This design comes from an exercise in tuning for small area, a short achievable clock period and few clock cycles per item on the open sky130 flow, not from production work. The RTL was checked by simulation tests, not by an equivalence proof against the original design. Power is estimated from default activity; no workload was simulated.

run A:
Design deauth_burst_threat_scorer_top, start of the top module:
module deauth_burst_threat_scorer_top #(
    parameter int SOURCE_SLOTS = 32,
    parameter int COUNT_BITS = 16
) (
    input  logic              clk,
    input  logic              rst_n,
    input  logic              start,
    output logic              busy,
    output logic              done,
    input  logic              cfg_we,
    input  logic [2:0]        cfg_index,
    input  logic [31:0]       cfg_data,
    input  logic [1:0]        opcode,
    input  logic [31:0]       time_ms,
    input  logic [47:0]       source_mac,
    input  logic [47:0]       dest_mac,
    input  logic [7:0]        frame_control_low,
    input  logic signed [7:0] signal_dbm,
    input  logic              analysis_enabled,
    output logic [4:0]        score,
    output logic [1:0]        level,
    output logic [1:0]        frame_status,
    output logic [7:0]        points_raised
);
For scale: about 16000 cells after synthesis, about 210 I/O pins.
Settings: LEC_CHECK=0, ABC_CLOCK_PERIOD_IN_PS=3000, CAP_MARGIN=20, CORE_MARGIN=2, CORE_UTILIZATION=40, CTS_CLUSTER_DIAMETER=150, CTS_CLUSTER_SIZE=20, SETUP_SLACK_MARGIN=5.0, SLEW_MARGIN=20, TNS_END_PERCENT=60; clock period 8.0 ns.
run.sh (not shown) runs the stock make flow with config.mk's settings and CLKGATE_MAP_FILE= SYNTH_SCRIPT=/design/flow/synth_recipe.tcl, a recipe that flattens the netlist after the stock synthesis.
Run A has completed all stages; timing, DRC and antenna checks passed.
Testbench counts of run A, summed over its fixed seeds: cycles 12,080, items 12,000.
The following lists how run B was set up differently from run A:
- a change of SETUP_SLACK_MARGIN from 5.0 to 4.5
- a change of TNS_END_PERCENT from 60 to 20
--- outcome ---
Run B ends up with a worst slack after detailed placement that is 0.24 ns lower than in run A.
Compared with run A, run B shows a higher signal arrival time at the worst endpoint.
Looking at placed wire-length estimate after detailed placement, run B sits about 1.9% lower than run A does.
Via count of the routed design (run B over run A): decrease, about 5%
Diff run A -> run B: area growth from synthesis to layout saw a decrease; final core utilization decreased by 2.4 points relative to the old numbers; count of clock tree sinks has remained practically unchanged.
Ratio of total power to cell area of run B falls short of that of run A by a few percent.
Amount of wire on met3 after detailed routing: run B and run A compared, higher one is run A
Comparing the two runs side by side, run B comes out behind run A on worst-case clock skew.
Buffer share of cell area: run B vs run A down 3.2 points
Relative to run B, the following input files were edited for run C:
- changing TNS_END_PERCENT from 20 to 30
- changing SETUP_SLACK_MARGIN from 4.5 to 5.0
--- outcome ---
- Delta (run C minus run B): finished layout cell area now sits higher, number of cells in the finished layout apart from fillers now sits higher, fraction of met2 tracks used by global routing now sits higher.
- [compare] base=run B new=run C: per-cell via count in the routed design now sits higher; combinational fraction of design power has increased; number of endpoints with negative hold slack in the final report level.
- A capturing instance or port of the critical path of last_decay_reg[29] is what run B shows, while cmp3[4] belongs to run C.
- Diff run B -> run C: via count climbed 3688; routed wire length shows an increase of 4.9%; sequential share of layout area shows a reduction of 1.5 points.

## run 1
Another version of the RTL of deauth_burst_threat_scorer_top (not shown whole).
Size: about 16,000 cells after synthesis, about 4,700 flip-flops, roughly 210 I/O pins, roughly 220,000 µm² of cells after synthesis.
Settings: LEC_CHECK=0, ABC_CLOCK_PERIOD_IN_PS=3000, CAP_MARGIN=20, CORE_MARGIN=2, CORE_UTILIZATION=52, CTS_CLUSTER_DIAMETER=150, CTS_CLUSTER_SIZE=20, PLACE_DENSITY=0.62, SETUP_SLACK_MARGIN=4.5, SLEW_MARGIN=20, TNS_END_PERCENT=20; clock period 8.0 ns.
Run 1 completed every stage of the flow, and the final layout passed the timing, DRC and antenna checks.
Testbench counts of run 1, summed over its fixed seeds: cycles 12,080, items 12,000.
Inputs modified between run 1 and run 2:
- TNS_END_PERCENT changed from 20 to 0
- CTS_CLUSTER_SIZE removed (was 20)
- CTS_CLUSTER_DIAMETER removed (was 150)
- PLACE_DENSITY removed (was 0.62)
- CORE_UTILIZATION changed from 52 to 40
### Flow results
When run 2 is set beside run 1, its fraction of area in clock buffers and inverters turns out to be 3.5 points larger. Lower final standard cell count with taps included and fillers excluded among run 1 and run 2: run 1. Against run 1, highest clock frequency the design can meet in run 2 came out better. Looking only at sequential share of cell area, and setting everything else aside, the lower value of run 1 and run 2 goes to run 2.
#### Input delta (run 3 over run 2)
- an added CTS_CLUSTER_SIZE of 20
- an added CTS_CLUSTER_DIAMETER of 150
- a change of TNS_END_PERCENT from 0 to 20
==> run summary <==
- Changes observed in run 3 relative to run 2: largest net degree at the start of global routing picked up an extra 1.0%; part of the power in registers picked up an extra 6.3 points.
- Measured against each other, run 3 and run 2 differ in final clock skew, the lower figure coming from run 3.
- Wire length of the first global-routing pass, run 3 and run 2: higher on run 3
- | number of cells upsized or downsized after cts | run 3 vs run 2 | 92% higher |
- NOTE: worst-case hold slack in run 3 falls short of that of run 2
- | count of filler cells inserted in the layout | run 3 vs run 2 | 731 higher |
- For run 3, the master of the slowest instance on the critical path was sky130_fd_sc_hd__nor4_2, unlike run 2, where it was sky130_fd_sc_hd__a21oi_1.

separate check: timing with driven ports:
The flow's constraints put no driver on any port. The routed layouts listed below were extracted and timed again, unchanged, in two steps.
Step 1: set_driving_cell puts a clkbuf_16 on clk and a buf_2 on each other input, an assumption about the parent block.
Step 2 moves the port delays by t, midway between the first and last clock arrival at a register: inputs arrive t later, outputs are due t later. That takes back most of the time a late clock gives input paths.
a / b / c = no drivers / after step 1 / after step 2; a / b = the first two.
run	t (ns)	setup slack, ns	hold slack, ns	latest minus earliest clock arrival (ns)	cell pins on the clock port's net
run A	1.122	4.566 / 4.545 / 3.785	0.308 / 0.308 / 0.308	0.111 / 0.112	1
run B	1.118	4.371 / 4.303 / 3.295	0.312 / 0.312 / 0.312	0.103 / 0.103	1
run C	1.109	4.564 / 4.564 / 3.671	0.307 / 0.307 / 0.307	0.118 / 0.117	1
run 1	1.110	4.094 / 4.094 / 3.810	0.319 / 0.319 / 0.319	0.076 / 0.075	1
run 2	1.223	4.290 / 4.286 / 3.598	0.318 / 0.318 / 0.318	0.123 / 0.123	1
run 3	1.107	4.199 / 4.199 / 3.616	0.307 / 0.307 / 0.307	0.118 / 0.117	1
After both steps setup and hold are still met in every run listed. For run B, which loses most, drivers alone change the setup slack by -0.068 ns; drivers and shift together by -1.076 ns.
